Background: an optimization exercise with open tools, aiming at small area, a short achievable clock period and few clock cycles per item. Do not read the settings as production practice. The RTL was checked by simulation tests, not by an equivalence proof against the original design. Power and IR drop assume default switching activity.

--- design/flow/config.mk ---
export PLATFORM = sky130hd
export DESIGN_NAME = heater_handle_supervisor
export DESIGN_NICKNAME = heater_handle_supervisor
export VERILOG_FILES = /design/flow/design.v
export SDC_FILE = /design/flow/constraint.sdc
export NUM_CORES = 4
export LEC_CHECK = 0
export CAP_MARGIN = 20
export CORE_MARGIN = 2
export CORE_UTILIZATION = 40
export CTS_BUF_LIST = sky130_fd_sc_hd__clkbuf_8 sky130_fd_sc_hd__clkbuf_16
export SLEW_MARGIN = 20
--- design/flow/constraint.sdc ---
create_clock -name core_clock -period 9.0 [get_ports {clk_i}]
set_input_delay 1.8000 -clock core_clock [delete_from_list [all_inputs] [get_ports {clk_i}]]
set_output_delay 1.8000 -clock core_clock [all_outputs]
set_load 0.01 [all_outputs]
--- design/flow/design.v ---
package hhs_pkg;
  localparam int unsigned CfgIdxW  = 3;
  localparam int unsigned CfgDataW = 16;
  localparam int unsigned InW      = 38;
  localparam int unsigned OutW     = 12;
  localparam logic [1:0] FAULT_OK       = 2'd0;
  localparam logic [1:0] FAULT_OVER_TMP = 2'd1;
  localparam logic [1:0] FAULT_LOW_TMP  = 2'd2;
  localparam logic [1:0] FAULT_FAN      = 2'd3;
  localparam logic [1:0] ModeCold  = 2'd1;
  localparam logic [1:0] ModePower = 2'd2;
  localparam logic [9:0] TempFanHigh   = 10'd250;
  localparam logic [9:0] TempFanLow    = 10'd70;
  localparam logic [9:0] TempSleepCool = 10'd70;
  localparam logic [9:0] TempFanOff    = 10'd40;
  localparam logic [7:0] SleepDuty     = 8'd50;
  localparam logic [15:0] RstSleepTicks  = 16'd100;
  localparam logic [14:0] RstErrorTicks  = 15'd5;
  localparam logic [9:0]  RstMaxTemp     = 10'd520;
  localparam logic [9:0]  RstMinTemp     = 10'd10;
  localparam logic [7:0]  RstMinAir      = 8'd10;
  localparam logic [8:0]  RstCoolLim     = 9'd120;   
  localparam logic [7:0]  RstMaxAirDuty  = 8'd86;    
  localparam logic [7:0]  RstSleepFanDuty = 8'd58;   
  function automatic logic [4:0] air_step(input logic [7:0] level);
    logic [3:0] r;
    logic       b, c;
    r = {level[3] ^ level[0], level[2:0]};
    case (r)
      4'd0:    b = level != 8'd0;
      4'd1:    b = level > 8'd25;
      4'd2:    b = level > 8'd50;
      4'd3:    b = level > 8'd75;
      4'd4:    b = level > 8'd100;
      4'd5:    b = level > 8'd125;
      4'd6:    b = level > 8'd150;
      4'd7:    b = level > 8'd175;
      4'd8:    b = level > 8'd200;
      4'd9:    b = level > 8'd225;
      4'd10:   b = level > 8'd250;
      default: b = 1'b0;
    endcase
    c = level[3] & level[0];
    air_step = {3'b111, c | !b, !(c ^ !b)};
  endfunction
  function automatic logic [7:0] air_sum(input logic [7:0] level, input logic [4:0] step);
    air_sum = {1'b0, level[7:1]} + {4'd0, level[7:4]} + {3'd0, step};
  endfunction
  function automatic logic [7:0] scaled_air(input logic [7:0] level);
    scaled_air = air_sum(level, air_step(level));
  endfunction
  function automatic logic [6:0] temp_duty(input logic [9:0] temp);
    logic [4:0] h;
    h = 5'bx;
    case (temp[7:0])
      8'd70: h = 5'd7;
      8'd71: h = 5'd7;
      8'd72: h = 5'd8;
      8'd73: h = 5'd7;
      8'd74: h = 5'd8;
      8'd75: h = 5'd7;
      8'd76: h = 5'd8;
      8'd77: h = 5'd8;
      8'd78: h = 5'd8;
      8'd79: h = 5'd8;
      8'd80: h = 5'd8;
      8'd81: h = 5'd8;
      8'd82: h = 5'd9;
      8'd83: h = 5'd8;
      8'd84: h = 5'd9;
      8'd85: h = 5'd8;
      8'd86: h = 5'd9;
      8'd87: h = 5'd9;
      8'd88: h = 5'd9;
      8'd89: h = 5'd9;
      8'd90: h = 5'd9;
      8'd91: h = 5'd9;
      8'd92: h = 5'd10;
      8'd93: h = 5'd9;
      8'd94: h = 5'd10;
      8'd95: h = 5'd9;
      8'd96: h = 5'd10;
      8'd97: h = 5'd10;
      8'd98: h = 5'd10;
      8'd99: h = 5'd10;
      8'd100: h = 5'd10;
      8'd101: h = 5'd10;
      8'd102: h = 5'd11;
      8'd103: h = 5'd10;
      8'd104: h = 5'd11;
      8'd105: h = 5'd10;
      8'd106: h = 5'd11;
      8'd107: h = 5'd11;
      8'd108: h = 5'd11;
      8'd109: h = 5'd11;
      8'd110: h = 5'd11;
      8'd111: h = 5'd11;
      8'd112: h = 5'd12;
      8'd113: h = 5'd11;
      8'd114: h = 5'd12;
      8'd115: h = 5'd11;
      8'd116: h = 5'd12;
      8'd117: h = 5'd12;
      8'd118: h = 5'd12;
      8'd119: h = 5'd12;
      8'd120: h = 5'd12;
      8'd121: h = 5'd12;
      8'd122: h = 5'd13;
      8'd123: h = 5'd12;
      8'd124: h = 5'd13;
      8'd125: h = 5'd12;
      8'd126: h = 5'd13;
      8'd127: h = 5'd13;
      8'd128: h = 5'd13;
      8'd129: h = 5'd13;
      8'd130: h = 5'd13;
      8'd131: h = 5'd13;
      8'd132: h = 5'd14;
      8'd133: h = 5'd13;
      8'd134: h = 5'd14;
      8'd135: h = 5'd13;
      8'd136: h = 5'd14;
      8'd137: h = 5'd14;
      8'd138: h = 5'd14;
      8'd139: h = 5'd14;
      8'd140: h = 5'd14;
      8'd141: h = 5'd14;
      8'd142: h = 5'd15;
      8'd143: h = 5'd14;
      8'd144: h = 5'd15;
      8'd145: h = 5'd14;
      8'd146: h = 5'd15;
      8'd147: h = 5'd15;
      8'd148: h = 5'd15;
      8'd149: h = 5'd15;
      8'd150: h = 5'd15;
      8'd151: h = 5'd15;
      8'd152: h = 5'd16;
      8'd153: h = 5'd15;
      8'd154: h = 5'd16;
      8'd155: h = 5'd15;
      8'd156: h = 5'd16;
      8'd157: h = 5'd16;
      8'd158: h = 5'd16;
      8'd159: h = 5'd16;
      8'd160: h = 5'd16;
      8'd161: h = 5'd16;
      8'd162: h = 5'd17;
      8'd163: h = 5'd16;
      8'd164: h = 5'd17;
      8'd165: h = 5'd16;
      8'd166: h = 5'd17;
      8'd167: h = 5'd17;
      8'd168: h = 5'd17;
      8'd169: h = 5'd17;
      8'd170: h = 5'd17;
      8'd171: h = 5'd17;
      8'd172: h = 5'd18;
      8'd173: h = 5'd17;
      8'd174: h = 5'd18;
      8'd175: h = 5'd17;
      8'd176: h = 5'd18;
      8'd177: h = 5'd18;
      8'd178: h = 5'd18;
      8'd179: h = 5'd18;
      8'd180: h = 5'd18;
      8'd181: h = 5'd18;
      8'd182: h = 5'd19;
      8'd183: h = 5'd18;
      8'd184: h = 5'd19;
      8'd185: h = 5'd18;
      8'd186: h = 5'd19;
      8'd187: h = 5'd19;
      8'd188: h = 5'd19;
      8'd189: h = 5'd19;
      8'd190: h = 5'd19;
      8'd191: h = 5'd19;
      8'd192: h = 5'd20;
      8'd193: h = 5'd19;
      8'd194: h = 5'd20;
      8'd195: h = 5'd19;
      8'd196: h = 5'd20;
      8'd197: h = 5'd20;
      8'd198: h = 5'd20;
      8'd199: h = 5'd20;
      8'd200: h = 5'd20;
      8'd201: h = 5'd20;
      8'd202: h = 5'd21;
      8'd203: h = 5'd20;
      8'd204: h = 5'd21;
      8'd205: h = 5'd20;
      8'd206: h = 5'd21;
      8'd207: h = 5'd21;
      8'd208: h = 5'd21;
      8'd209: h = 5'd21;
      8'd210: h = 5'd21;
      8'd211: h = 5'd21;
      8'd212: h = 5'd22;
      8'd213: h = 5'd21;
      8'd214: h = 5'd22;
      8'd215: h = 5'd21;
      8'd216: h = 5'd22;
      8'd217: h = 5'd22;
      8'd218: h = 5'd22;
      8'd219: h = 5'd22;
      8'd220: h = 5'd22;
      8'd221: h = 5'd22;
      8'd222: h = 5'd23;
      8'd223: h = 5'd22;
      8'd224: h = 5'd23;
      8'd225: h = 5'd22;
      8'd226: h = 5'd23;
      8'd227: h = 5'd23;
      8'd228: h = 5'd23;
      8'd229: h = 5'd23;
      8'd230: h = 5'd23;
      8'd231: h = 5'd23;
      8'd232: h = 5'd24;
      8'd233: h = 5'd23;
      8'd234: h = 5'd24;
      8'd235: h = 5'd23;
      8'd236: h = 5'd24;
      8'd237: h = 5'd24;
      8'd238: h = 5'd24;
      8'd239: h = 5'd24;
      8'd240: h = 5'd24;
      8'd241: h = 5'd24;
      8'd242: h = 5'd25;
      8'd243: h = 5'd24;
      8'd244: h = 5'd25;
      8'd245: h = 5'd24;
      8'd246: h = 5'd25;
      8'd247: h = 5'd25;
      8'd248: h = 5'd25;
      8'd249: h = 5'd25;
      default: h = 5'bx;
    endcase
    temp_duty = temp[7:1] - {2'd0, h};
  endfunction
endpackage
module hhs_cfg_regs (
  input  logic                         clk_i,
  input  logic                         rst_ni,
  input  logic                         we_i,
  input  logic [hhs_pkg::CfgIdxW-1:0]  idx_i,
  input  logic [hhs_pkg::CfgDataW-1:0] data_i,
  input  logic [7:0]                   level_i,
  input  logic [7:0]                   air_duty_i,
  output logic [15:0]                  sleep_ticks_o,
  output logic [14:0]                  error_ticks_o,
  output logic [9:0]                   max_temp_o,
  output logic [9:0]                   min_temp_o,
  output logic [7:0]                   min_air_o,
  output logic [8:0]                   cool_lim_o,
  output logic [7:0]                   max_air_duty_o,
  output logic [7:0]                   sleep_fan_duty_o
);
  logic pend_pto_q, pend_max_air_q, pend_sfl_q;
  always_ff @(posedge clk_i or negedge rst_ni) begin
    if (!rst_ni) begin
      sleep_ticks_o <= hhs_pkg::RstSleepTicks;
      error_ticks_o <= hhs_pkg::RstErrorTicks;
      max_temp_o    <= hhs_pkg::RstMaxTemp;
      min_temp_o    <= hhs_pkg::RstMinTemp;
      min_air_o     <= hhs_pkg::RstMinAir;
    end else if (we_i) begin
      case (idx_i)
        3'd0: sleep_ticks_o <= data_i;
        3'd1: error_ticks_o <= data_i[14:0];
        3'd2: max_temp_o    <= data_i[9:0];
        3'd3: min_temp_o    <= data_i[9:0];
        3'd4: min_air_o     <= data_i[7:0];
        default: ;
      endcase
    end
  end
  always_ff @(posedge clk_i or negedge rst_ni) begin
    if (!rst_ni) begin
      pend_pto_q     <= 1'b0;
      pend_max_air_q <= 1'b0;
      pend_sfl_q     <= 1'b0;
    end else begin
      pend_pto_q     <= we_i && (idx_i == 3'd5);
      pend_max_air_q <= we_i && (idx_i == 3'd6);
      pend_sfl_q     <= we_i && (idx_i == 3'd7);
    end
  end
  always_ff @(posedge clk_i or negedge rst_ni) begin
    if (!rst_ni) begin
      cool_lim_o       <= hhs_pkg::RstCoolLim;
      max_air_duty_o   <= hhs_pkg::RstMaxAirDuty;
      sleep_fan_duty_o <= hhs_pkg::RstSleepFanDuty;
    end else begin
      if (pend_pto_q)     cool_lim_o       <= {1'b0, level_i} + 9'd70;
      if (pend_max_air_q) max_air_duty_o   <= air_duty_i;
      if (pend_sfl_q)     sleep_fan_duty_o <= air_duty_i;
    end
  end
endmodule
module hhs_step (
  input  logic        cold_i,         
  input  logic        docked_i,       
  input  logic        sleep_cool_i,   
  input  logic        air_low_i,
  input  logic        hot_i,
  input  logic        cool_i,
  input  logic        fan_off_i,      
  input  logic [7:0]  duty_sel_i,     
  input  logic [15:0] sleep_ticks_i,
  input  logic [14:0] error_ticks_i,
  input  logic [7:0]  max_air_duty_i,
  input  logic        work_i,
  input  logic [15:0] sleep_cnt_i,
  input  logic [15:0] fault_cnt_i,
  input  logic [1:0]  fault_i,
  input  logic        fan_fault_i,
  input  logic        fan_hold_i,
  input  logic [7:0]  duty_i,
  output logic        work_o,
  output logic [15:0] sleep_cnt_o,
  output logic [15:0] fault_cnt_o,
  output logic [1:0]  fault_o,
  output logic        fan_fault_o,
  output logic        fan_hold_o,
  output logic [7:0]  duty_o,
  output logic        beep_o
);
  logic        sleep_hit, dbl_hit, half_hit;
  logic [15:0] fault_base;
  assign sleep_hit = (sleep_cnt_i != 16'hffff) && (sleep_cnt_i >= sleep_ticks_i);
  assign fault_base = work_i ? fault_cnt_i : 16'd0;
  assign dbl_hit  = work_i ? (fault_cnt_i >= {error_ticks_i, 1'b0})
                           : (error_ticks_i == 15'd0);
  assign half_hit = work_i ? (fault_cnt_i >= {2'b0, error_ticks_i[14:1]})
                           : (error_ticks_i[14:1] == 14'd0);
  always_comb begin
    work_o      = work_i;
    sleep_cnt_o = sleep_cnt_i;
    beep_o      = 1'b0;
    if (!work_i) begin
      if (!docked_i || cold_i) work_o = 1'b1;
    end else if (docked_i && !cold_i && sleep_cool_i) begin
      if (sleep_hit) begin
        work_o      = 1'b0;
        sleep_cnt_o = 16'd0;
        beep_o      = 1'b1;
      end else begin
        sleep_cnt_o = sleep_cnt_i + 16'd1;
      end
    end
    fault_o     = fault_i;
    fault_cnt_o = fault_base;
    if (fault_i == hhs_pkg::FAULT_OK) begin
      if (cold_i) begin
        if (air_low_i) begin
          if (dbl_hit) begin
            fault_o     = hhs_pkg::FAULT_FAN;
            fault_cnt_o = 16'd0;
          end else begin
            fault_cnt_o = fault_base + 16'd1;
          end
        end
      end else if (!docked_i && (hot_i || cool_i || air_low_i)) begin
        if (half_hit && hot_i) begin
          fault_o     = hhs_pkg::FAULT_OVER_TMP;
          fault_cnt_o = 16'd0;
        end else if (dbl_hit && air_low_i) begin
          fault_o     = hhs_pkg::FAULT_FAN;
          fault_cnt_o = 16'd0;
        end else if (dbl_hit && cool_i) begin
          fault_o     = hhs_pkg::FAULT_LOW_TMP;
          fault_cnt_o = 16'd0;
        end else begin
          fault_cnt_o = fault_base + 16'd1;
        end
      end else begin
        fault_cnt_o = 16'd0;
      end
    end else if (docked_i) begin
      fault_o     = hhs_pkg::FAULT_OK;
      fault_cnt_o = 16'd0;
    end
    fan_fault_o = fan_fault_i;
    fan_hold_o  = fan_hold_i;
    duty_o      = duty_i;
    if (!fan_fault_i) begin
      if (fault_o != hhs_pkg::FAULT_OK) begin
        fan_fault_o = 1'b1;
      end else if (work_o) begin
        fan_hold_o = cold_i || !docked_i;
        duty_o     = duty_sel_i;
      end else if (!fan_off_i) begin
        if (!fan_hold_i) duty_o = hhs_pkg::SleepDuty;
      end else if (!fan_hold_i) begin
        fan_hold_o = 1'b1;
        duty_o     = 8'd0;
      end
    end else begin
      duty_o = max_air_duty_i;
      if (fault_o == hhs_pkg::FAULT_OK) fan_fault_o = 1'b0;
    end
  end
endmodule
module heater_handle_supervisor (
  input  logic                         clk_i,
  input  logic                         rst_ni,
  input  logic                         in_valid_i,
  output logic                         in_ready_o,
  input  logic [hhs_pkg::InW-1:0]      in_data_i,
  output logic                         out_valid_o,
  input  logic                         out_ready_i,
  output logic [hhs_pkg::OutW-1:0]     out_data_o,
  input  logic                         cfg_valid_i,
  output logic                         cfg_ready_o,
  input  logic [hhs_pkg::CfgIdxW-1:0]  cfg_index_i,
  input  logic [hhs_pkg::CfgDataW-1:0] cfg_data_i
);
  logic [15:0] sleep_ticks;
  logic [14:0] error_ticks;
  logic [9:0]  max_temp;
  logic [9:0]  min_temp;
  logic [7:0]  min_air;
  logic [8:0]  cool_lim;
  logic [7:0]  max_air_duty;
  logic [7:0]  sleep_fan_duty;
  logic        s0_valid_q;
  logic        s0_docked_q, s0_cold_q, s0_power_q;
  logic [9:0]  s0_temp_q;
  logic        s0_air_low_q;
  logic [7:0]  s0_level_q;
  logic [1:0]  s0_cold_step_q, s0_hot_step_q;
  logic        in_cold;
  logic [4:0]  cold_step, hot_step, cfg_step;
  logic        s1_valid_q;
  logic        s1_docked_q, s1_cold_q, s1_sleep_cool_q, s1_air_low_q;
  logic        s1_hot_q, s1_cool_q, s1_fan_off_q;
  logic [7:0]  s1_duty_sel_q;
  logic [7:0]  air_duty, duty_sel;
  logic        sleep_cool;
  logic        work_q, work_d;
  logic [15:0] sleep_cnt_q, sleep_cnt_d;
  logic [15:0] fault_cnt_q, fault_cnt_d;
  logic [1:0]  fault_q, fault_d;
  logic        fan_fault_q, fan_fault_d;
  logic        fan_hold_q, fan_hold_d;
  logic [7:0]  duty_q, duty_d;
  logic        beep_q, beep_d;
  logic        res_valid_q;
  logic [hhs_pkg::OutW-1:0] res;
  logic        old_valid_q;
  logic        out_valid_q;
  logic [hhs_pkg::OutW-1:0] out_q;
  logic [hhs_pkg::OutW-1:0] res_d;
  logic        in_ready_q;
  logic        accept, full2, en0, en1, adv2;
  logic        s0_valid_d, s1_valid_d, res_valid_d, old_valid_d;
  assign cfg_ready_o = 1'b1;
  assign full2  = res_valid_q && old_valid_q;
  assign adv2   = s1_valid_q && !full2;
  assign en1    = !s1_valid_q || !full2;
  assign en0    = !s0_valid_q || en1;
  assign accept = in_valid_i && in_ready_q;
  assign s0_valid_d   = en0 ? accept : s0_valid_q;
  assign s1_valid_d   = en1 ? s0_valid_q : s1_valid_q;
  assign res_valid_d  = adv2 || (res_valid_q && !(!old_valid_q && out_ready_i));
  assign old_valid_d  = old_valid_q ? !out_ready_i : (res_valid_q && adv2 && !out_ready_i);
  always_ff @(posedge clk_i or negedge rst_ni) begin
    if (!rst_ni) begin
      s0_valid_q   <= 1'b0;
      s1_valid_q   <= 1'b0;
      res_valid_q  <= 1'b0;
      old_valid_q  <= 1'b0;
      out_valid_q  <= 1'b0;
      in_ready_q   <= 1'b1;
    end else begin
      s0_valid_q   <= s0_valid_d;
      s1_valid_q   <= s1_valid_d;
      res_valid_q  <= res_valid_d;
      old_valid_q  <= old_valid_d;
      out_valid_q  <= res_valid_d || old_valid_d;
      in_ready_q   <= !(s0_valid_d && s1_valid_d && res_valid_d && old_valid_d);
    end
  end
  assign in_ready_o = in_ready_q;
  assign in_cold   = (in_data_i[35:34] == hhs_pkg::ModeCold);
  assign cold_step = hhs_pkg::air_step(in_data_i[7:0]);
  assign hot_step  = hhs_pkg::air_step(in_data_i[15:8]);
  assign cfg_step  = hhs_pkg::air_step(cfg_data_i[7:0]);
  always_ff @(posedge clk_i) begin
    if (en0) begin
      s0_docked_q <= !in_data_i[37] && in_data_i[36];
      s0_cold_q   <= in_cold;
      s0_power_q  <= (in_data_i[35:34] == hhs_pkg::ModePower);
      s0_temp_q   <= in_data_i[33:24];
      s0_air_low_q <= in_data_i[23:16] < min_air;
    end
    if (cfg_valid_i) begin
      s0_level_q     <= cfg_data_i[7:0];
      s0_cold_step_q <= cfg_step[1:0];
      s0_hot_step_q  <= cfg_step[1:0];
    end else if (en0) begin
      s0_level_q     <= in_cold ? in_data_i[7:0] : in_data_i[15:8];
      s0_cold_step_q <= cold_step[1:0];
      s0_hot_step_q  <= hot_step[1:0];
    end
  end
  assign air_duty = hhs_pkg::air_sum(s0_level_q, {3'b111, s0_cold_q ? s0_cold_step_q : s0_hot_step_q});
  always_comb begin
    if (s0_cold_q || !s0_docked_q) begin
      duty_sel = air_duty;
    end else if (s0_temp_q >= hhs_pkg::TempFanHigh) begin
      duty_sel = sleep_fan_duty;
    end else if (s0_temp_q >= hhs_pkg::TempFanLow) begin
      duty_sel = {1'b0, hhs_pkg::temp_duty(s0_temp_q)};
    end else begin
      duty_sel = 8'd0;
    end
  end
  assign sleep_cool = s0_power_q ? ({1'b0, s0_temp_q} <= {2'b0, cool_lim})
                                 : (s0_temp_q <= hhs_pkg::TempSleepCool);
  always_ff @(posedge clk_i) begin
    if (en1) begin
      s1_docked_q     <= s0_docked_q;
      s1_cold_q       <= s0_cold_q;
      s1_sleep_cool_q <= sleep_cool;
      s1_air_low_q    <= s0_air_low_q;
      s1_hot_q        <= s0_temp_q >= max_temp;
      s1_cool_q       <= s0_temp_q <= min_temp;
      s1_fan_off_q    <= s0_temp_q < hhs_pkg::TempFanOff;
      s1_duty_sel_q   <= duty_sel;
    end
  end
  hhs_cfg_regs u_cfg (
    .clk_i            (clk_i),
    .rst_ni           (rst_ni),
    .we_i             (cfg_valid_i),
    .idx_i            (cfg_index_i),
    .data_i           (cfg_data_i),
    .level_i          (s0_level_q),
    .air_duty_i       (air_duty),
    .sleep_ticks_o    (sleep_ticks),
    .error_ticks_o    (error_ticks),
    .max_temp_o       (max_temp),
    .min_temp_o       (min_temp),
    .min_air_o        (min_air),
    .cool_lim_o       (cool_lim),
    .max_air_duty_o   (max_air_duty),
    .sleep_fan_duty_o (sleep_fan_duty)
  );
  hhs_step u_step (
    .cold_i         (s1_cold_q),
    .docked_i       (s1_docked_q),
    .sleep_cool_i   (s1_sleep_cool_q),
    .air_low_i      (s1_air_low_q),
    .hot_i          (s1_hot_q),
    .cool_i         (s1_cool_q),
    .fan_off_i      (s1_fan_off_q),
    .duty_sel_i     (s1_duty_sel_q),
    .sleep_ticks_i  (sleep_ticks),
    .error_ticks_i  (error_ticks),
    .max_air_duty_i (max_air_duty),
    .work_i         (work_q),
    .sleep_cnt_i    (sleep_cnt_q),
    .fault_cnt_i    (fault_cnt_q),
    .fault_i        (fault_q),
    .fan_fault_i    (fan_fault_q),
    .fan_hold_i     (fan_hold_q),
    .duty_i         (duty_q),
    .work_o         (work_d),
    .sleep_cnt_o    (sleep_cnt_d),
    .fault_cnt_o    (fault_cnt_d),
    .fault_o        (fault_d),
    .fan_fault_o    (fan_fault_d),
    .fan_hold_o     (fan_hold_d),
    .duty_o         (duty_d),
    .beep_o         (beep_d)
  );
  always_ff @(posedge clk_i or negedge rst_ni) begin
    if (!rst_ni) begin
      work_q      <= 1'b0;
      sleep_cnt_q <= 16'd0;
      fault_cnt_q <= 16'd0;
      fault_q     <= hhs_pkg::FAULT_OK;
      fan_fault_q <= 1'b0;
      fan_hold_q  <= 1'b0;
      duty_q      <= 8'd0;
      beep_q      <= 1'b0;
    end else if (adv2) begin
      work_q      <= work_d;
      sleep_cnt_q <= sleep_cnt_d;
      fault_cnt_q <= fault_cnt_d;
      fault_q     <= fault_d;
      fan_fault_q <= fan_fault_d;
      fan_hold_q  <= fan_hold_d;
      duty_q      <= duty_d;
      beep_q      <= beep_d;
    end
  end
  assign res   = {work_q, fault_q, duty_q, beep_q};
  assign res_d = adv2 ? {work_d, fault_d, duty_d, beep_d} : res;
  always_ff @(posedge clk_i) begin
    if (!old_valid_d) out_q <= res_d;
  end
  assign out_valid_o = out_valid_q;
  assign out_data_o  = out_q;
endmodule
--- design/flow/flow/run.sh ---
#!/bin/bash
# Layout: the standard flow (standard.sh, which runs the standard synthesis
# unchanged) with two settings changed: the ports are buffered with
# sky130_fd_sc_hd__buf_1 (buffer_ports' own pick is a delay buffer), and the
# timing repair aims for 6 ns of setup slack at the design's clock period.
# The make output goes to standard_flow.log; ORFS's logs stay under orfs/logs.
set -euo pipefail
bash standard.sh SETUP_SLACK_MARGIN=5.8 "BUFFER_PORTS_ARGS=-buffer_cell sky130_fd_sc_hd__buf_1" finish > standard_flow.log 2>&1
--- design/flow/standard.sh ---
#!/bin/bash
# synth_recipe.tcl (not shown) runs the flow's synth.tcl, then flattens the netlist and writes it again
# the make line also repeats each setting of config.mk as NAME=value (left out here)
make -C /OpenROAD-flow-scripts/flow DESIGN_CONFIG=/design/flow/config.mk WORK_HOME=/design/flow/orfs CLKGATE_MAP_FILE= SYNTH_SCRIPT=/design/flow/synth_recipe.tcl "${@:-finish}"
==> results by group, run 1 <==
Setup path
  • CP cell instances: clkbuf_2 -> nand2_1 -> o21ai_0 -> a222oi_1 -> o211a_1 -> nor2_1 -> nor2_1 -> o22a_1 -> a21oi_2 -> ha_1 -> mux2i_1
  • R2R cell count: 9
  • CP Data Required Time: 9.19 ns
  • Worst Path Buf+Inv: 1
  • Worst reg2reg path endpoint: out_q[2]
  • Type of the worst setup path: in2reg
  • Critical path's largest stage delay: 0.38 ns
  • Slowest cell on crit path: a222oi_1
  • Most frequent cell on the critical path: nor2_1
  • Worst-path maximum fanout: 7
  • Critical Path Sink Type: flip-flop
  • Reg2Reg Setup Slack: 5.88 ns
  • Crit path from: in_data_i[15]
  • Worst r2r src: fault_cnt_q[11]
  • CP top delay family: compound AO/OA/AOI/OAI gates
  • Startpoint types: input pin
  • CP arrival: 3.40 ns

Timing
  • Setup TNS: 0 ns
  • Pins over their slew limit: 0
  • Tcrit/Tclk final: 0.3568
  • Fin Clk Skew: 0.01416 ns
  • Worst Tran Pin Value: 0.9315 ns
  • RSZ-0062 raised after global routing: true
  • Final hold vios: 0
  • Final setup fails: 0
  • Final Critical Period: 3.211 ns
  • Fmax: 311.4 MHz
  • Slew Limit Headroom: 0.3613

Global routing
  • GRT Max-Usage Layer: met2
  • Met1 Use GR: 0.2645
  • Grt ovf: 0
  • Largest net degree at the start of global routing: 78
  • Total GRT Usage: 0.1879
  • Initial antenna violation count: 0
  • First-pass GRT wire length: 47070 µm
  • Met3 Usage GRT: 0.02857
  • GR Util met2: 0.3007
  • Vias in the first global route: 8955

Worst hold path
  • WHS Endpoint: u_cfg.max_air_duty_o[2]
  • WHS Path Cells: 2
  • Min-delay src: u_cfg.max_air_duty_o[2]
  • Hold Crit Class: reg2reg

Layout
  • Layout cells sized above 1: 0.1285
  • Fillcell total: 2816
  • Synth-to-layout area growth: 13.72%
  • Commonest non-fill, non-tap cell in the layout: nand2_1
  • Ant. Diodes: 0
  • Multi-input gate area: 6294 µm²
  • Commonest non-fill, non-tap cells in the layout: 148 x nand2_1, 115 x inv_1, 110 x dfrtp_1
  • Final net count: 1518
  • Non-Filler Instances: 1752
  • Register Area: 5206 µm²

Routing
  • Antenna Nets Post-Route: 0
  • Wire per inst: 16.56 µm
  • # DRC: 0
  • Drt total wl: 29010 µm
  • Drt initial violations: 546
  • First drt pass iteration count: 5
  • Via count: 9387
  • Via density: 5.358

Clock network
  • Clock transition at path regs: 0.08 ns
  • CTS sink cnt: 197
  • Hold Buf Count CTS: 0
  • CTS root buf: clkbuf_16
  • CTS tree: done
  • Max clock buf depth: 2
  • Skew-Pair Late Insertion Delay: 0.45 ns
  • Cts bufs inserted: 17
  • H-tree levels: 4

Synth
  • Yosys top cell by area: dfrtp_1
  • Most common flop cell mapped by yosys: dfrtp_1
  • Async SR Flop Fraction: 0.7056
  • Ranking of synthesized cells by area: dfrtp_1 24%, edfxtp_1 13%, ha_1 11%, dfstp_2 5.3%, nand2_1 4.6%
  • Post-Syn Area per Cell: 9.418 µm²
  • Yosys top cell area share: 0.2402
  • Mapped Area: 11980 µm²
  • Synthesis-stage register bit count: 197
  • Count of cell types in the netlist: 77
  • Cell count after synthesis: 1272
  • Syn Nets: 1441
  • Seq/Total Area, Yosys: 0.4340
  • Synth Warn #: 3
  • EDFF count, synth: 53

Place
  • DP Wirelength: 21100 µm
  • # port buffers: 75
  • Final GP Congestion: 0.8525
  • Cells after DPL: 1698

Die
  • Core box area: 29560 µm²
  • I/O Pins: 77
  • Die Height: 177.1 µm
  • Die area: 31350 µm²
  • Core Rows: 63
  • Die X: 177.1 µm
  • Starting density of the core: 0.4053

Power
  • Pleak: 0.005988 µW
  • Cell Pwr Density: 228.5 nW/µm²
  • Max VDD drop: 0.1217 mV

Job
  • Max Cap Viol: 0

Status
  • Run status: complete, no violations
tightest hold or removal path, cell delays in order (launching register included):
cell     delay, ns
dfstp_2       0.38
inv_1         0.05
mux2i_1       0.06
how the worst max path moves through the flow:
| stage | to | slack (ns) | cells past startpoint |
|---|---|---|---|
| 3_3_place_gp | s0_hot_step_q[0] | 5.26 | 11 |
| 4_1_cts | u_cfg.max_temp_o[0] | 5.80 | 5 |
| 3_5_place_dp | s0_hot_step_q[0] | 5.17 | 11 |
| 6_report | s0_hot_step_q[0] | 5.79 | 11 |
| 5_1_grt | s0_hot_step_q[0] | 5.76 | 11 |
| 2_1_floorplan | s0_hot_step_q[0] | 5.62 | 10 |
power breakdown:
part | switching [µW] | total, µW | internal, µW
Combinational | 568 | 972 | 404
Clock | 372 | 812 | 440
Sequential | 152 | 1330 | 1180
Total | 1090 | 3110 | 2020
cell families after synthesis:
logic type,after synthesis,share of synthesized area
buffers and inverters,166,0.05337
xor gates and xnor gates,27,0.01974
AOI/OAI and AO/OA,328,0.1741
muxes,62,0.05462
adders and majority gates,108,0.1151
and+or+nand+nor,383,0.1487
other,1,0.0003130
DFF,197,0.4340
area by class of cell:
type	count	share of cell area
Multi-Input combinational cell	909	0.4619
Sequential cell	197	0.3821
Timing Repair Buffer	107	0.04114
Tap cell	390	0.03582
Clock buffer	18	0.03306
Inverter	117	0.03223
Clock inverter	14	0.01368
cell usage after synthesis, drive strengths merged, types with 5 or more instances:
master / number
inv: 117
nor2: 89
nor4: 12
o211ai: 9
nor2b: 11
edfxtp: 53
a2111oi: 6
a21o: 27
o31ai: 8
a31oi: 12
mux2: 27
dfrtp: 115
a22oi: 7
nand3: 30
a31o: 5
o22ai: 7
o21ai: 112
a211oi: 9
mux2i: 35
a21oi: 76
xor2: 12
buf: 6
nand2: 148
xnor2: 15
o21bai: 5
nand4: 20
a22o: 7
ha: 103
clkbuf: 43
o21a: 5
nand2b: 22
dfstp: 24
dfxtp: 5
nor3: 22
flip-flops by register name, indices dropped and copies added, names as in the netlist, 2 cells and up, named ones only:
signal,count
u_cfg.min_temp_o,10
u_cfg.min_air_o,8
fault_cnt_q,16
s1_duty_sel_q,8
s0_temp_q,10
duty_q,8
u_cfg.max_temp_o,10
fault_q,2
u_cfg.error_ticks_o,15
u_cfg.cool_lim_o,9
u_cfg.sleep_fan_duty_o,8
u_cfg.max_air_duty_o,8
s0_level_q,8
sleep_cnt_q,16
u_cfg.sleep_ticks_o,16
s0_cold_step_q,2
out_q,12
s0_hot_step_q,2
through the flow:
| stage | hold WS [ns] | worst slack, ns | total power, µW | util | cell area, µm² |
|---|---|---|---|---|---|
| final | 0.4872 | 5.789 | 3114 | 0.4609 | 13620 |
| after global placement | 0.4680 | 5.261 | 2221 | 0.4288 | 12670 |
| after CTS | 0.4867 | 5.804 | 3078 | 0.4519 | 13360 |
| after detailed placement | 0.4707 | 5.167 | 2244 | 0.4288 | 12670 |
| after floorplan | 0.4003 | 5.619 | 1971 | - | 12070 |
| after global routing | 0.5092 | 5.756 | 3328 | 0.4609 | 13620 |
per-layer routing:
metal / wire (µm) / up-vias / share of wire
li1: - / 4689 / -
met1: 13940 / 4476 / 0.48
met2: 13610 / 197 / 0.47
met3: 1080 / 25 / 0.037
met4: 376 / 0 / 0.013
met5: 0 / - / 0
timing repair:
item	in CTS	in global routing
buffers inserted	1	19
resized for setup	13	43
endpoints found under the setup margin	21	97
pin swaps	1	12
gates cloned	0	2
Testbench counts, summed over its fixed seeds: cycles 16,024, items 16,000.
==> inputs of run 2 (changes only) <==
--- a/design/flow/flow/run.sh
+++ b/design/flow/flow/run.sh
@@ -3,5 +3,5 @@
 # unchanged) with two settings changed: the ports are buffered with
 # sky130_fd_sc_hd__buf_1 (buffer_ports' own pick is a delay buffer), and the
-# timing repair aims for 6 ns of setup slack at the design's clock period.
+# timing repair aims for 5.8 ns of setup slack at the design's clock period.
 # The make output goes to standard_flow.log; ORFS's logs stay under orfs/logs.
 set -euo pipefail
--- a/design/flow/config.mk
+++ b/design/flow/config.mk
@@ -9,4 +9,5 @@
 export CORE_MARGIN = 2
 export CORE_UTILIZATION = 40
-export CTS_BUF_LIST = sky130_fd_sc_hd__clkbuf_8 sky130_fd_sc_hd__clkbuf_16
+export CTS_BUF_LIST = sky130_fd_sc_hd__clkbuf_8
+export PLACE_DENSITY = 0.75
 export SLEW_MARGIN = 20
==> run 2 against run 1 <==
Die area unchanged. Sequential share of layout area increased by 0.70 points. Clock power decreased by about 30%. Utilization decreased by 0.87 points. Largest cell class unchanged. Sequential cell count unchanged. Critical path depth decreased by 2. Wire length decreased by 4.6%. Worst hold slack got worse by 0.013 ns. Final cell count decreased by 0.23%. Via count increased by 2.2%. Power decreased by 7.4%.
==> results by group, run 2 <==
Setup path
  • Worst-path maximum fanout: 8
  • CP top delay family: compound AO/OA/AOI/OAI gates
  • Type of the worst setup path: in2reg
  • CP Data Required Time: 9.33 ns
  • Critical path's largest stage delay: 0.40 ns
  • CP cell instances: clkbuf_4 -> ha_4 -> o22ai_2 -> o211ai_1 -> buf_4 -> a2111o_1 -> a21oi_2 -> ha_1 -> mux2i_1
  • Worst Path Buf+Inv: 2
  • Critical Path Sink Type: flip-flop
  • Startpoint types: input pin
  • Slowest cell on crit path: a2111o_1
  • CP arrival: 3.58 ns

Global routing
  • Total GRT Usage: 0.1803
  • Vias in the first global route: 9117
  • Initial antenna violation count: 0
  • First-pass GRT wire length: 45480 µm
  • Grt ovf: 0
  • Largest net degree at the start of global routing: 71

Die
  • Die Height: 177.1 µm
  • Die X: 177.1 µm
  • Core Rows: 63
  • Starting density of the core: 0.4053
  • I/O Pins: 77
  • Die area: 31350 µm²
  • Core box area: 29560 µm²

Clock network
  • Clock transition at path regs: 0.10 ns
  • H-tree levels: 4
  • Skew-Pair Late Insertion Delay: 0.49 ns
  • CTS tree: done
  • Hold Buf Count CTS: 0
  • CTS root buf: clkbuf_8
  • Max clock buf depth: 2
  • CTS sink cnt: 197
  • Cts bufs inserted: 17

Place
  • # port buffers: 75
  • Final GP Congestion: 0.8794
  • DP Wirelength: 20080 µm

Power
  • Max VDD drop: 0.09651 mV
  • Combinational Power Share: 0.341
  • Pleak: 0.005877 µW
  • Net Sw Power: 1051 µW
  • Switching share of power: 0.3646
  • Cell Pwr Density: 215.6 nW/µm²
  • PnR Total Power: 2882 µW
  • Internal power: 1831 µW
  • Clock Power Share: 0.198
  • Part of the power in registers: 0.461

Synth
  • Count of cell types in the netlist: 77
  • Synthesis-stage register bit count: 197
  • Yosys top cell area share: 0.2402
  • Post-Syn Area per Cell: 9.418 µm²
  • Async SR Flop Fraction: 0.7056
  • Cell count after synthesis: 1272
  • Commonest cells in the netlist: 148 x nand2_1, 117 x inv_1, 115 x dfrtp_1
  • Most common flop cell mapped by yosys: dfrtp_1
  • Yosys top cell by area: dfrtp_1
  • Syn Nets: 1441
  • Most common cell in the netlist: nand2_1
  • Seq/Total Area, Yosys: 0.4340
  • Synth Warn #: 3
  • EDFF count, synth: 53
  • Mapped Area: 11980 µm²
  • Ranking of synthesized cells by area: dfrtp_1 24%, edfxtp_1 13%, ha_1 11%, dfstp_2 5.3%, nand2_1 4.6%

Layout
  • Ant. Diodes: 0
  • Synth-to-layout area growth: 11.57%
  • Registers with the most flip-flops: fault_cnt_q x16, sleep_cnt_q x16, u_cfg.sleep_ticks_o x16
  • Commonest non-fill, non-tap cells in the layout: 148 x nand2_1, 119 x inv_1, 114 x dfrtp_1
  • Final net count: 1514
  • Commonest non-fill, non-tap cell in the layout: nand2_1
  • Layout cells sized above 1: 0.1215

Routing
  • Drt initial violations: 627
  • First drt pass iteration count: 5
  • Via count: 9590
  • # DRC: 0
  • Via density: 5.486
  • Wire per inst: 15.84 µm
  • Drt total wl: 27690 µm
  • Antenna Nets Post-Route: 0

Timing
  • Slew Limit Headroom: 0.3741
  • Final setup fails: 0
  • Fin Clk Skew: 0.01631 ns
  • Tcrit/Tclk final: 0.3608
  • Setup TNS: 0 ns
  • Final hold vios: 0
  • RSZ-0062 raised after global routing: true
  • Pins over their slew limit: 0
  • Worst Tran Pin Value: 0.9369 ns
  • Final Critical Period: 3.247 ns
  • Fmax: 308.0 MHz

Worst hold path
  • Hold Crit Class: reg2reg

Job
  • Max Cap Viol: 0

Status
  • Run status: complete, no violations
## run 2: power groups by stage
stage	Combinational [µW]	Clock [µW]	Sequential, µW
global route	1110	620	1360
detailed placement	901	0	1340
CTS	924	586	1320
global placement	858	0	1340
floorplan	679	0	1290
finish	984	570	1330
## run 2: metal layers
layer  wire (µm)  part of all wire  global-route usage
met2       12990              0.47              0.2884
met1       12630              0.46              0.2468
met5           0                 0                   0
met3        1533             0.055             0.03200
met4         528             0.019             0.06061
## run 2: cell families (layout without fill, tap and decap cells)
kind of cell	after synthesis	count (layout)	share of synthesized area
other cells	1	1	0.0003130
xor+xnor	27	27	0.01974
flops	197	197	0.4340
mux	62	62	0.05462
buf+inv	166	251	0.05337
compound gates	328	328	0.1741
fa+ha+maj	108	108	0.1151
simple gates	383	384	0.1487
## run 2: worst reg2reg max path, stage by stage, from the launching register on
cell and delay (ns):
dfrtp_1 0.47, ha_1 0.22, nor4b_2 0.26, nand2_1 0.11, a2111o_1 0.42, or4b_4 0.57
a311oi_4 0.22, buf_6 0.19, nor2_2 0.08, a41oi_2 0.19, o21ai_1 0.11
## run 2: path summary, 6_finish.rpt
check | from | end | slack (ns) | cells past startpoint
setup / recovery | in_data_i[8] | s0_hot_step_q[0] | 5.75 | 9
hold / removal | s0_docked_q | s1_docked_q | 0.47 | 0
setup reg to reg | fault_cnt_q[13] | out_q[8] | 5.92 | 10
hold reg to reg | s0_docked_q | s1_docked_q | 0.47 | 0
max in group asynchronous | rst_ni | u_cfg.max_temp_o[5] | 6.15 | 2
min in group asynchronous | rst_ni | fault_cnt_q[11] | 1.45 | 1
## run 2: area by class of cell
| class | count | area [µm²] |
|---|---|---|
| repair buffers | 102 | 528.0 |
| flip-flops and latches | 197 | 5201 |
| clock buffers | 17 | 234.0 |
| multi-input cells | 910 | 6322 |
| clock inverters | 15 | 153.9 |
| fillers | 2732 | 16190 |
| well taps | 390 | 488.0 |
| inverters | 117 | 439.2 |
## run 2: stage by stage
step | cell area, µm² | hold slack (ns) | cells | utilization | setup slack, ns
2_1_floorplan | 12070 | 0.4003 | 1272 | - | 5.619
3_3_place_gp | 12660 | 0.4437 | 1696 | 0.4283 | 5.019
3_5_place_dp | 12660 | 0.4595 | 1696 | 0.4283 | 4.925
4_1_cts | 13120 | 0.4755 | 1730 | 0.4439 | 5.805
5_1_grt | 13370 | 0.4930 | 1748 | 0.4522 | 5.722
6_report | 13370 | 0.4738 | 1748 | 0.4522 | 5.753
## run 2: what timing repair did
item / CTS / global route
buffers inserted: 2 / 15
endpoints found under the hold margin: 0 / 0
pin swaps: 2 / 11
resized for setup: 17 / 31
setup endpoints to repair: 34 / 27
cloned: 0 / 3
==> inputs of run 3 (changes only) <==
--- a/design/flow/config.mk
+++ b/design/flow/config.mk
@@ -10,4 +10,4 @@
 export CORE_UTILIZATION = 40
 export CTS_BUF_LIST = sky130_fd_sc_hd__clkbuf_8
-export PLACE_DENSITY = 0.75
 export SLEW_MARGIN = 20
+export TNS_END_PERCENT = 30
==> run 3 against run 2 <==
Still clean. Final cell count fell by 0.11%. First-iteration DRC count is 1.9% higher. Global-route usage grew 0.44 points. Combinational power decreased by 2%. Synthesized cell count stayed put. Register-to-register slack worse by 0.04 ns. Worst setup slack improved by 0.050 ns. Power is essentially flat. Critical path depth is 1 higher. Highest routed layer unchanged.
==> results by group, run 3 <==
Timing
  • Final Critical Period: 3.197 ns
  • Tightest hold margin: 0.4899 ns
  • Setup TNS: 0 ns
  • Fin Clk Skew: 0.01932 ns
  • Final hold vios: 0
  • RSZ-0062 raised after global routing: true
  • Pins over their slew limit: 0
  • Worst Tran Pin Value: 0.9750 ns
  • Final setup fails: 0
  • Fmax: 312.8 MHz
  • Tcrit/Tclk final: 0.3552
  • Slew Limit Headroom: 0.3487

Place
  • Cells after DPL: 1698
  • # port buffers: 75
  • Final GP Congestion: 0.8645
  • DP Wirelength: 20940 µm

Setup path
  • CP Data Required Time: 9.24 ns
  • Worst Path Buf+Inv: 1
  • Worst-path maximum fanout: 8
  • Reg2Reg Setup Slack: 5.88 ns
  • CP top delay family: compound AO/OA/AOI/OAI gates
  • CP cell instances: buf_1 -> o21ai_0 -> a222oi_1 -> o211a_1 -> nor2_1 -> nor2_1 -> o22a_1 -> a21oi_1 -> ha_1 -> mux2i_1
  • Type of the worst setup path: in2reg
  • Startpoint types: input pin
  • CP arrival: 3.43 ns
  • Critical Path Sink Type: flip-flop
  • Critical path's largest stage delay: 0.37 ns
  • Slowest cell on crit path: a222oi_1
  • Most frequent cell on the critical path: nor2_1

Clock network
  • Max clock buf depth: 2
  • CTS sink cnt: 197
  • Skew-Pair Late Insertion Delay: 0.48 ns
  • Hold Buf Count CTS: 0
  • CTS tree: done
  • H-tree levels: 4
  • Cts bufs inserted: 17
  • Clock transition at path regs: 0.11 ns
  • CTS root buf: clkbuf_8

Power
  • Max VDD drop: 0.08193 mV
  • Cell Pwr Density: 216.5 nW/µm²
  • Internal power: 1818 µW
  • Part of the power in registers: 0.460
  • Net Sw Power: 1067 µW
  • Switching share of power: 0.3698
  • Pleak: 0.005846 µW
  • Combinational Power Share: 0.335
  • Clock Power Share: 0.205

Synth
  • Most common cell in the netlist: nand2_1
  • Cell count after synthesis: 1272
  • Seq/Total Area, Yosys: 0.4340
  • Most common flop cell mapped by yosys: dfrtp_1
  • Mapped Area: 11980 µm²
  • Yosys top cell area share: 0.2402
  • Synthesis-stage register bit count: 197
  • Commonest cells in the netlist: 148 x nand2_1, 117 x inv_1, 115 x dfrtp_1
  • Synth Warn #: 3
  • Count of cell types in the netlist: 77
  • EDFF count, synth: 53
  • Yosys top cell by area: dfrtp_1
  • Async SR Flop Fraction: 0.7056
  • Syn Nets: 1441
  • Ranking of synthesized cells by area: dfrtp_1 24%, edfxtp_1 13%, ha_1 11%, dfstp_2 5.3%, nand2_1 4.6%
  • Post-Syn Area per Cell: 9.418 µm²

Routing
  • First drt pass iteration count: 7
  • Via density: 5.412
  • Drt total wl: 28370 µm
  • # DRC: 0
  • Drt initial violations: 639
  • Antenna Nets Post-Route: 0
  • Via count: 9449
  • Wire per inst: 16.25 µm

Layout
  • Commonest non-fill, non-tap cells in the layout: 148 x nand2_1, 117 x inv_1, 112 x dfrtp_1
  • Core Util, Final: 0.4508
  • Ant. Diodes: 0
  • Layout cells sized above 1: 0.1158
  • Final net count: 1512
  • Fillcell total: 2856
  • Non-Filler Instances: 1746
  • Synth-to-layout area growth: 11.22%
  • Registers with the most flip-flops: fault_cnt_q x16, sleep_cnt_q x16, u_cfg.sleep_ticks_o x16
  • Commonest non-fill, non-tap cell in the layout: nand2_1

Global routing
  • Total GRT Usage: 0.1848
  • Vias in the first global route: 8952
  • Grt ovf: 0
  • Largest net degree at the start of global routing: 79
  • Initial antenna violation count: 0
  • First-pass GRT wire length: 46580 µm

Die
  • Die Height: 177.1 µm
  • Die X: 177.1 µm
  • Core Rows: 63
  • Starting density of the core: 0.4053
  • Core box area: 29560 µm²
  • Die area: 31350 µm²
  • I/O Pins: 77

Job
  • Max Cap Viol: 0

Worst hold path
  • Hold Crit Class: reg2reg

Status
  • Run status: complete, no violations
## run 3: cell count changes in the layout (fill, tap and decap cells not counted), sizes merged
cell           before  now
buf                90   89
bufinv              2    1
clkbuf             27   29
clkdlybuf4s15       2    0
clkinv              6    3
clkinvlp            0    2
inv               124  125
## run 3: final timing paths
path	from	endpoint	depth (start not counted)
worst max-delay path	in_data_i[9]	s0_hot_step_q[0]	10
worst min-delay path	u_cfg.max_air_duty_o[2]	u_cfg.max_air_duty_o[2]	2
worst max register to register	u_cfg.error_ticks_o[2]	fault_cnt_q[4]	11
worst min register to register	u_cfg.max_air_duty_o[2]	u_cfg.max_air_duty_o[2]	2
max in group asynchronous	rst_ni	u_cfg.error_ticks_o[2]	3
min in group asynchronous	rst_ni	fault_cnt_q[8]	1
## run 3: cell families (layout without fill, tap and decap cells)
kind of cell | count (synthesis) | after routing | synth area share
multiplexers | 62 | 62 | 0.05462
XOR/XNOR | 27 | 27 | 0.01974
AND/OR/NAND/NOR | 383 | 384 | 0.1487
adder cells (fa/ha/maj) | 108 | 108 | 0.1151
flip-flops | 197 | 197 | 0.4340
other | 1 | 1 | 0.0003130
AO/OA/AOI/OAI | 328 | 328 | 0.1741
buffers and inverters | 166 | 249 | 0.05337
## run 3: final cells by class
type	count	area (µm²)	area share
clock buffers	18	247.7	0.01859
multi-input cells	910	6261	0.4699
inverters	117	439.2	0.03296
flip-flops and latches	197	5204	0.3906
repair buffers	100	525.5	0.03944
well taps	390	488.0	0.03662
clock inverters	14	158.9	0.01193
## run 3: what timing repair did
action                                  CTS  global route
pin swaps                                 1             8
setup buffers                             1            12
endpoints found under the setup margin   21            38
gates resized for setup                   9            32
cloned                                    0             2
## run 3: power by group through the flow
stage	clock [µW]	sequential [µW]	combinational [µW]
after global routing	644	1350	1100
after CTS	611	1320	916
after global placement	0	1340	879
after floorplan	0	1290	677
final	591	1330	966
after detailed placement	0	1340	899
## run 3: per-stage QoR
| step | total power, µW | area [µm²] | setup slack (ns) |
|---|---|---|---|
| global placement | 2220 | 12660 | 5.231 |
| floorplan | 1968 | 12010 | 5.619 |
| detailed placement | 2240 | 12660 | 5.166 |
| finish | 2884 | 13320 | 5.803 |
| CTS | 2852 | 13110 | 5.753 |
| global route | 3095 | 13320 | 5.708 |
## run 3: worst register-to-register path, delay by kind of cell (launching register included)
kind | cells | cell delay, ns
AO/OA/AOI/OAI | 7 | 1.77
adder cells (fa/ha/maj) | 1 | 0.32
buffers and inverters | 3 | 0.44
flip-flops | 1 | 0.55
## run 3: routing by layer
layer,track usage,vias up,routed length (µm)
met5,0,-,0
met4,0.03822,0,208
met3,0.02620,13,1173
met2,0.3007,221,13250
met1,0.2622,4543,13730
li1,-,4672,-
==> inputs of run 4 (changes only) <==
--- a/design/flow/config.mk
+++ b/design/flow/config.mk
@@ -11,3 +11,3 @@
 export CTS_BUF_LIST = sky130_fd_sc_hd__clkbuf_8
 export SLEW_MARGIN = 20
-export TNS_END_PERCENT = 30
+export TNS_END_PERCENT = 5
==> run 4 against run 3 <==
Global-route usage about the same. Critical path depth increased by 1. Final cell count decreased by 0.57%. Worst setup slack got worse by 0.057 ns. Via count decreased by 0.33%. Utilization decreased by 0.47 points. Count of clock-buffer cells in the layout unchanged. Critical endpoint is now out_q[3]. Worst hold slack improved by 0.00052 ns.
==> results by group, run 4 <==
Status
  • Run status: complete, no violations

Die
  • Die area: 31350 µm²
  • Starting density of the core: 0.4053
  • Die Height: 177.1 µm
  • I/O Pins: 77
  • Core box area: 29560 µm²
  • Die X: 177.1 µm
  • Core Rows: 63

Clock network
  • Hold Buf Count CTS: 0
  • Cts bufs inserted: 17
  • CTS root buf: clkbuf_8
  • Max clock buf depth: 2
  • Skew-Pair Late Insertion Delay: 0.48 ns
  • Clock transition at path regs: 0.11 ns
  • CTS tree: done
  • H-tree levels: 4
  • CTS sink cnt: 197

Synth
  • Mapped Area: 11980 µm²
  • EDFF count, synth: 53
  • Async SR Flop Fraction: 0.7056
  • Syn Nets: 1441
  • Ranking of synthesized cells by area: dfrtp_1 24%, edfxtp_1 13%, ha_1 11%, dfstp_2 5.3%, nand2_1 4.6%
  • Synth Warn #: 3
  • Yosys top cell by area: dfrtp_1
  • Yosys top cell area share: 0.2402
  • Most common cell in the netlist: nand2_1
  • Seq/Total Area, Yosys: 0.4340
  • Post-Syn Area per Cell: 9.418 µm²
  • Synthesis-stage register bit count: 197
  • Most common flop cell mapped by yosys: dfrtp_1
  • Commonest cells in the netlist: 148 x nand2_1, 117 x inv_1, 115 x dfrtp_1
  • Count of cell types in the netlist: 77
  • Cell count after synthesis: 1272

Timing
  • Final setup fails: 0
  • Tcrit/Tclk final: 0.3615
  • Fin Clk Skew: 0.01902 ns
  • Worst Tran Pin Value: 1.037 ns
  • Final Critical Period: 3.254 ns
  • Fmax: 307.4 MHz
  • Slew Limit Headroom: 0.3055
  • Setup TNS: 0 ns
  • Final hold vios: 0
  • RSZ-0062 raised after global routing: true
  • Pins over their slew limit: 0

Global routing
  • First-pass GRT wire length: 46550 µm
  • Vias in the first global route: 8953
  • Total GRT Usage: 0.1847
  • Initial antenna violation count: 0
  • Grt ovf: 0
  • Largest net degree at the start of global routing: 79

Routing
  • Via density: 5.425
  • Antenna Nets Post-Route: 0
  • Drt initial violations: 705
  • # DRC: 0
  • Drt total wl: 28210 µm
  • First drt pass iteration count: 7
  • Via count: 9418
  • Wire per inst: 16.25 µm

Layout
  • Commonest non-fill, non-tap cell in the layout: nand2_1
  • Ant. Diodes: 0
  • Core Util, Final: 0.4461
  • Synth-to-layout area growth: 10.06%
  • Layout cells sized above 1: 0.09733
  • Commonest non-fill, non-tap cells in the layout: 148 x nand2_1, 117 x inv_1, 115 x dfrtp_1
  • Final net count: 1502
  • Registers with the most flip-flops: fault_cnt_q x16, sleep_cnt_q x16, u_cfg.sleep_ticks_o x16

Power
  • Switching share of power: 0.3706
  • Clock Power Share: 0.208
  • Max VDD drop: 0.08202 mV
  • Internal power: 1796 µW
  • Part of the power in registers: 0.465
  • Combinational Power Share: 0.328
  • Pleak: 0.005770 µW
  • Cell Pwr Density: 216.4 nW/µm²
  • Net Sw Power: 1057 µW

Setup path
  • R2R cell count: 11
  • Reg2Reg Setup Slack: 5.75 ns
  • CP Data Required Time: 9.25 ns
  • Type of the worst setup path: reg2reg
  • Crit path from: u_cfg.error_ticks_o[2]
  • Worst-path maximum fanout: 8
  • Worst reg2reg path endpoint: out_q[3]
  • Most frequent cell on the critical path: buf_4
  • Critical path's largest stage delay: 0.55 ns
  • CP cell instances: inv_1 -> ha_1 -> a21o_1 -> a2111oi_0 -> o31a_1 -> buf_4 -> a311oi_4 -> buf_4 -> a2111oi_1 -> o31ai_1 -> buf_4
  • Startpoint types: flip-flop
  • Critical Path Sink Type: flip-flop
  • Worst r2r src: u_cfg.error_ticks_o[2]
  • Slowest cell on crit path: dfstp_2
  • CP arrival: 3.50 ns
  • CP Capture Point: out_q[3]

Place
  • DP Wirelength: 20940 µm
  • Final GP Congestion: 0.8645
  • # port buffers: 75

Worst hold path
  • Hold Crit Class: reg2reg
  • Min-delay src: u_cfg.max_air_duty_o[2]

Job
  • Max Cap Viol: 0
run 4: area by class of cell:
type | instances | area [µm²]
sequential | 197 | 5200
fill | 2859 | 16370
multi-input combinational | 910 | 6227
inverter | 117 | 439.2
tap | 390 | 488.0
timing repair buffer | 90 | 424.2
clock buffer | 18 | 247.7
clock inverter | 14 | 158.9
run 4: stage by stage:
stage	hold slack (ns)	cell area (µm²)	std cells	total power [µW]	setup WS [ns]
2_1_floorplan	0.4003	12010	1272	1968	5.619
3_3_place_gp	0.4620	12660	1698	2220	5.231
3_5_place_dp	0.4623	12660	1698	2240	5.166
4_1_cts	0.4919	13100	1731	2850	5.753
5_1_grt	0.5074	13190	1736	3064	5.620
6_report	0.4904	13190	1736	2853	5.746
run 4: power by group through the flow:
stage	clock network (µW)	logic (µW)	registers [µW]
2_1_floorplan	0	677	1290
3_3_place_gp	0	879	1340
3_5_place_dp	0	899	1340
4_1_cts	611	915	1320
5_1_grt	644	1070	1350
6_report	592	935	1330
run 4: worst min path at each step:
stage | cells after the start | end | slack [ns]
after floorplan | 0 | s1_air_low_q | 0.40
after global placement | 1 | u_cfg.cool_lim_o[0] | 0.46
after detailed placement | 1 | beep_q | 0.46
after CTS | 2 | u_cfg.max_air_duty_o[2] | 0.49
after global routing | 1 | u_cfg.cool_lim_o[0] | 0.51
final | 2 | u_cfg.max_air_duty_o[2] | 0.49
run 4: per-layer routing:
layer / vias up / track usage / wire length [µm]
li1: 4662 / - / -
met4: 0 / 0.03994 / 223
met1: 4509 / 0.2621 / 13620
met2: 232 / 0.2999 / 13100
met5: - / 0 / 0
met3: 15 / 0.02620 / 1258
run 4: worst max-delay path: cells and delay by family (launching register included):
family          cells  cell delay (ns)
flops               1             0.55
compound gates      6             1.54
fa+ha+maj           1             0.32
buf+inv             4             0.61
run 4: cell families after synthesis:
family          synth area share
xor+xnor                 0.01974
fa+ha+maj                 0.1151
simple gates              0.1487
mux                      0.05462
other cells            0.0003130
buf+inv                  0.05337
compound gates            0.1741
flops                     0.4340
run 4: repair_timing:
item	4_1_cts	5_1_grt
buffers inserted	1	3
gates cloned	0	1
endpoints found under the setup margin	21	38
gates resized for setup	8	7
pin swaps	1	3
endpoints found under the hold margin	0	0
==> inputs of run 5 (changes only) <==
--- a/design/flow/config.mk
+++ b/design/flow/config.mk
@@ -10,4 +10,4 @@
 export CORE_UTILIZATION = 40
 export CTS_BUF_LIST = sky130_fd_sc_hd__clkbuf_8
+export CTS_CLUSTER_DIAMETER = 40
 export SLEW_MARGIN = 20
-export TNS_END_PERCENT = 5
==> run 5 against run 4 <==
Clock power increased by 7.8%. Count of clock-buffer cells in the layout decreased by 1. Worst hold slack gained 0.0051 ns. Clock skew increased by 0.0037 ns. Sequential share of layout area fell by 0.54 points. Largest cell class unchanged. Largest power group unchanged. Highest routed layer unchanged.
==> results by group, run 5 <==
Timing
  • Slew Limit Headroom: 0.3470
  • Setup ws final: 5.898 ns
  • Pins over their slew limit: 0
  • RSZ-0062 raised after global routing: true
  • Fin Clk Skew: 0.02274 ns
  • Setup TNS: 0 ns
  • Final hold vios: 0
  • Final setup fails: 0
  • Tcrit/Tclk final: 0.3447
  • Fmax: 322.4 MHz
  • Final Critical Period: 3.102 ns
  • Worst Tran Pin Value: 0.9523 ns

Die
  • I/O Pins: 77
  • Core Rows: 63
  • Die X: 177.1 µm
  • Die area: 31350 µm²
  • Die Height: 177.1 µm
  • Starting density of the core: 0.4053
  • Core box area: 29560 µm²

Synth
  • Ranking of synthesized cells by area: dfrtp_1 24%, edfxtp_1 13%, ha_1 11%, dfstp_2 5.3%, nand2_1 4.6%
  • Cell count after synthesis: 1272
  • Most common cell in the netlist: nand2_1
  • Yosys top cell area share: 0.2402
  • Seq/Total Area, Yosys: 0.4340
  • Syn Nets: 1441
  • Count of cell types in the netlist: 77
  • Most common flop cell mapped by yosys: dfrtp_1
  • Yosys top cell by area: dfrtp_1
  • Mapped Area: 11980 µm²
  • Synthesis-stage register bit count: 197
  • Commonest cells in the netlist: 148 x nand2_1, 117 x inv_1, 115 x dfrtp_1
  • EDFF count, synth: 53
  • Async SR Flop Fraction: 0.7056
  • Synth Warn #: 3
  • Post-Syn Area per Cell: 9.418 µm²

Worst hold path
  • Hold Crit Class: reg2reg
  • WHS Path Cells: 2

Power
  • Part of the power in registers: 0.454
  • Cell Pwr Density: 219.3 nW/µm²
  • Combinational Power Share: 0.329
  • Clock Power Share: 0.217
  • Internal power: 1862 µW
  • PnR Total Power: 2935 µW
  • Pleak: 0.005845 µW
  • Max VDD drop: 0.1058 mV
  • Switching share of power: 0.3655
  • Net Sw Power: 1072 µW

Layout
  • Final net count: 1507
  • Layout cells sized above 1: 0.1162
  • Synth-to-layout area growth: 11.68%
  • Commonest non-fill, non-tap cell in the layout: nand2_1
  • Ant. Diodes: 0
  • Registers with the most flip-flops: fault_cnt_q x16, sleep_cnt_q x16, u_cfg.sleep_ticks_o x16
  • Commonest non-fill, non-tap cells in the layout: 148 x nand2_1, 118 x inv_1, 112 x dfrtp_1

Job
  • Max Cap Viol: 0

Clock network
  • Max clock buf depth: 2
  • CTS root buf: clkbuf_8
  • Skew-Pair Late Insertion Delay: 0.50 ns
  • Cts bufs inserted: 17
  • CTS tree: done
  • Hold Buf Count CTS: 0
  • Clock transition at path regs: 0.11 ns
  • H-tree levels: 4
  • CTS sink cnt: 197

Routing
  • # DRC: 0
  • Via count: 9365
  • Drt initial violations: 602
  • Via density: 5.379
  • First drt pass iteration count: 5
  • Wire per inst: 16.45 µm
  • Antenna Nets Post-Route: 0
  • Drt total wl: 28640 µm

Place
  • Final GP Congestion: 0.8525
  • DP Wirelength: 21100 µm
  • Dpl ws: 5.167 ns
  • # port buffers: 75

Global routing
  • Largest net degree at the start of global routing: 78
  • Total GRT Usage: 0.1873
  • Initial antenna violation count: 0
  • Vias in the first global route: 8917
  • Grt ovf: 0
  • First-pass GRT wire length: 46930 µm

Setup path
  • CP Data Required Time: 9.25 ns
  • CP arrival: 3.35 ns
  • Critical Path Sink Type: flip-flop
  • Type of the worst setup path: in2reg
  • Startpoint types: input pin
  • R2R cell count: 10
  • Worst-path maximum fanout: 7

Status
  • Run status: complete, no violations
-- run 5: layer usage --
layer,GRT usage,vias up,wire [µm]
met1,0.2635,4480,13800
met4,0.04442,0,277
met5,0,-,0
met2,0.3037,192,13500
li1,-,4675,-
met3,0.02771,18,1057
-- run 5: worst max-delay path, stage by stage --
cell and delay [ns]:
buf_1 0.16, nand2_1 0.10, o21ai_0 0.08, a222oi_1 0.36
o211a_1 0.21, nor2_1 0.05, nor2_1 0.08, o22a_1 0.16
a21oi_2 0.04, ha_1 0.26, mux2i_1 0.05
-- run 5: through the flow --
step	instances	utilization	area [µm²]	hold WS, ns
5_1_grt	1741	0.4526	13380	0.5147
2_1_floorplan	1272	-	12070	0.4003
4_1_cts	1731	0.4456	13170	0.4918
3_3_place_gp	1698	0.4288	12670	0.4680
3_5_place_dp	1698	0.4288	12670	0.4707
6_report	1741	0.4526	13380	0.4955
-- run 5: final timing paths --
kind	start	to	slack, ns
hold / removal	u_cfg.max_air_duty_o[2]	u_cfg.max_air_duty_o[2]	0.50
max in group asynchronous	rst_ni	u_cfg.sleep_ticks_o[3]	6.36
setup reg to reg	fault_cnt_q[9]	out_q[1]	5.92
min in group asynchronous	rst_ni	fault_cnt_q[11]	1.44
hold reg to reg	u_cfg.max_air_duty_o[2]	u_cfg.max_air_duty_o[2]	0.50
setup / recovery	in_data_i[15]	s0_hot_step_q[0]	5.90
-- run 5: final cells by class --
type,count,area [µm²]
clock buffer,17,234.0
multi-input combinational,910,6327
fill,2847,16180
tap,390,488.0
clock inverter,15,216.5
timing repair buffer,95,470.5
inverter,117,439.2
sequential,197,5204
-- run 5: what timing repair did --
| action | CTS | global route |
|---|---|---|
| gates cloned | 0 | 2 |
| pin swaps | 1 | 8 |
| resized for setup | 12 | 37 |
| setup buffers | 1 | 8 |
| setup endpoints to repair | 21 | 94 |
-- run 5: cell families (layout without fill, tap and decap cells) --
family / Yosys count / count (layout) / share of synthesized area
flops: 197 / 197 / 0.4340
other cells: 1 / 1 / 0.0003130
fa+ha+maj: 108 / 108 / 0.1151
simple gates: 383 / 384 / 0.1487
mux: 62 / 62 / 0.05462
compound gates: 328 / 328 / 0.1741
buf+inv: 166 / 244 / 0.05337
xor+xnor: 27 / 27 / 0.01974
-- run 5: power by group through the flow --
stage,Sequential [µW],Clock (µW),Combinational (µW)
after global placement,1340,0,880
after CTS,1330,656,920
after detailed placement,1340,0,903
final,1330,638,965
after floorplan,1290,0,679
after global routing,1360,692,1090
==> inputs of run 6 (changes only) <==
--- a/design/flow/config.mk
+++ b/design/flow/config.mk
@@ -10,4 +10,3 @@
 export CORE_UTILIZATION = 40
 export CTS_BUF_LIST = sky130_fd_sc_hd__clkbuf_8
-export CTS_CLUSTER_DIAMETER = 40
 export SLEW_MARGIN = 20
==> run 6 against run 5 <==
First-iteration DRC count is the same. Worst hold slack is the same. Sequential share of layout area is the same. Worst setup slack is the same. Largest cell class unchanged.
==> results by group, run 6 <==
Status
  • Run status: complete, no violations

Timing
  • Pins over their slew limit: 0
  • Tcrit/Tclk final: 0.3447
  • Worst Tran Pin Value: 0.9523 ns
  • Final Critical Period: 3.102 ns
  • RSZ-0062 raised after global routing: true

Layout
  • Synth-to-layout area growth: 11.68%
  • Multi-input gate area: 6327 µm²
  • Ant. Diodes: 0

Synth
  • Commonest cells in the netlist: 148 x nand2_1, 117 x inv_1, 115 x dfrtp_1
  • Yosys top cell area share: 0.2402
  • Ranking of synthesized cells by area: dfrtp_1 24%, edfxtp_1 13%, ha_1 11%, dfstp_2 5.3%, nand2_1 4.6%
  • Count of cell types in the netlist: 77
  • Syn Nets: 1441
  • Cell count after synthesis: 1272
  • Async SR Flop Fraction: 0.7056

Power
  • Net Sw Power: 1072 µW
  • Switching share of power: 0.3655
  • Cell Pwr Density: 219.3 nW/µm²
  • Part of the power in registers: 0.454

Die
  • Die area: 31350 µm²
  • Starting density of the core: 0.4053
  • I/O Pins: 77
  • Core box area: 29560 µm²
  • Die X: 177.1 µm
  • Die Height: 177.1 µm

Clock network
  • Hold Buf Count CTS: 0
  • Max clock buf depth: 2
  • Skew-Pair Late Insertion Delay: 0.50 ns
  • CTS tree: done
  • H-tree levels: 4

Routing
  • First drt pass iteration count: 5
  • Via count: 9365
  • # DRC: 0
  • Antenna Nets Post-Route: 0
  • Drt initial violations: 602
  • Via density: 5.379

Global routing
  • Largest net degree at the start of global routing: 78
  • Initial antenna violation count: 0
  • First-pass GRT wire length: 46930 µm
  • Grt ovf: 0

Place
  • Final GP Congestion: 0.8525
  • DP Wirelength: 21100 µm
  • Placed cell areas: 12670 µm²
  • Cells after DPL: 1698

Setup path
  • Type of the worst setup path: in2reg
  • Critical Path Sink Type: flip-flop
  • Slowest cell on crit path: a222oi_1

Job
  • Max Cap Viol: 0
[run 6: worst max-delay path, delay by kind of cell]
| kind | cells | cell delay [ns] |
|---|---|---|
| adder cells (fa/ha/maj) | 1 | 0.26 |
| multiplexers | 1 | 0.05 |
| AO/OA/AOI/OAI | 5 | 0.85 |
| AND/OR/NAND/NOR | 3 | 0.23 |
| buffers and inverters | 1 | 0.16 |
[run 6: cell type report]
class,count,share of cell area
multi-input cells,910,0.4729
flip-flops and latches,197,0.3889
well taps,390,0.03647
repair buffers,95,0.03516
inverters,117,0.03283
clock buffers,17,0.01749
clock inverters,15,0.01618
[run 6: through the flow]
step	setup WS [ns]	power, µW
after floorplan	5.619	1971
after global placement	5.261	2221
after global routing	5.773	3145
final	5.898	2935
after detailed placement	5.167	2244
after CTS	5.823	2902
[run 6: timing repair]
item,CTS,global route
buffers inserted,1,8
setup endpoints to repair,21,94
gates resized for setup,12,37
gates cloned,0,2
pin swaps,1,8
[run 6: cells by family (layout without fill, tap and decap cells)]
family          count (synthesis)  count (layout)  share of synthesized area
simple gates                  383             384                     0.1487
mux                            62              62                    0.05462
fa+ha+maj                     108             108                     0.1151
flops                         197             197                     0.4340
compound gates                328             328                     0.1741
buf+inv                       166             244                    0.05337
xor+xnor                       27              27                    0.01974
other cells                     1               1                  0.0003130
[run 6: power groups by stage]
stage	Clock, µW	Combinational [µW]	Sequential [µW]
2_1_floorplan	0	679	1290
3_3_place_gp	0	880	1340
3_5_place_dp	0	903	1340
4_1_cts	656	920	1330
5_1_grt	692	1090	1360
6_report	638	965	1330
[run 6: final timing paths]
| kind | cells past startpoint | slack (ns) | from | to |
|---|---|---|---|---|
| worst max-delay path | 11 | 5.90 | in_data_i[15] | s0_hot_step_q[0] |
| worst min-delay path | 2 | 0.50 | u_cfg.max_air_duty_o[2] | u_cfg.max_air_duty_o[2] |
| worst max register to register | 10 | 5.92 | fault_cnt_q[9] | out_q[1] |
| worst min register to register | 2 | 0.50 | u_cfg.max_air_duty_o[2] | u_cfg.max_air_duty_o[2] |
| max in group asynchronous | 2 | 6.36 | rst_ni | u_cfg.sleep_ticks_o[3] |
| min in group asynchronous | 1 | 1.44 | rst_ni | fault_cnt_q[11] |
[run 6: per-layer routing]
layer  vias to the layer above  part of all wire  routed length, µm  track usage
li1                       4675                 -                  -            -
met1                      4480              0.48              13800       0.2635
met2                       192              0.47              13500       0.3037
met3                        18             0.037               1057      0.02771
met4                         0            0.0097                277      0.04442
met5                         -                 0                  0            0

Check on run 6: ideal ports give 5.898 ns setup slack; a clkbuf_16 on the clock port and buf_2 on the inputs give 5.919 ns; moving port delays by the midpoint clock arrival (0.530 ns) as well gives 5.390 ns.
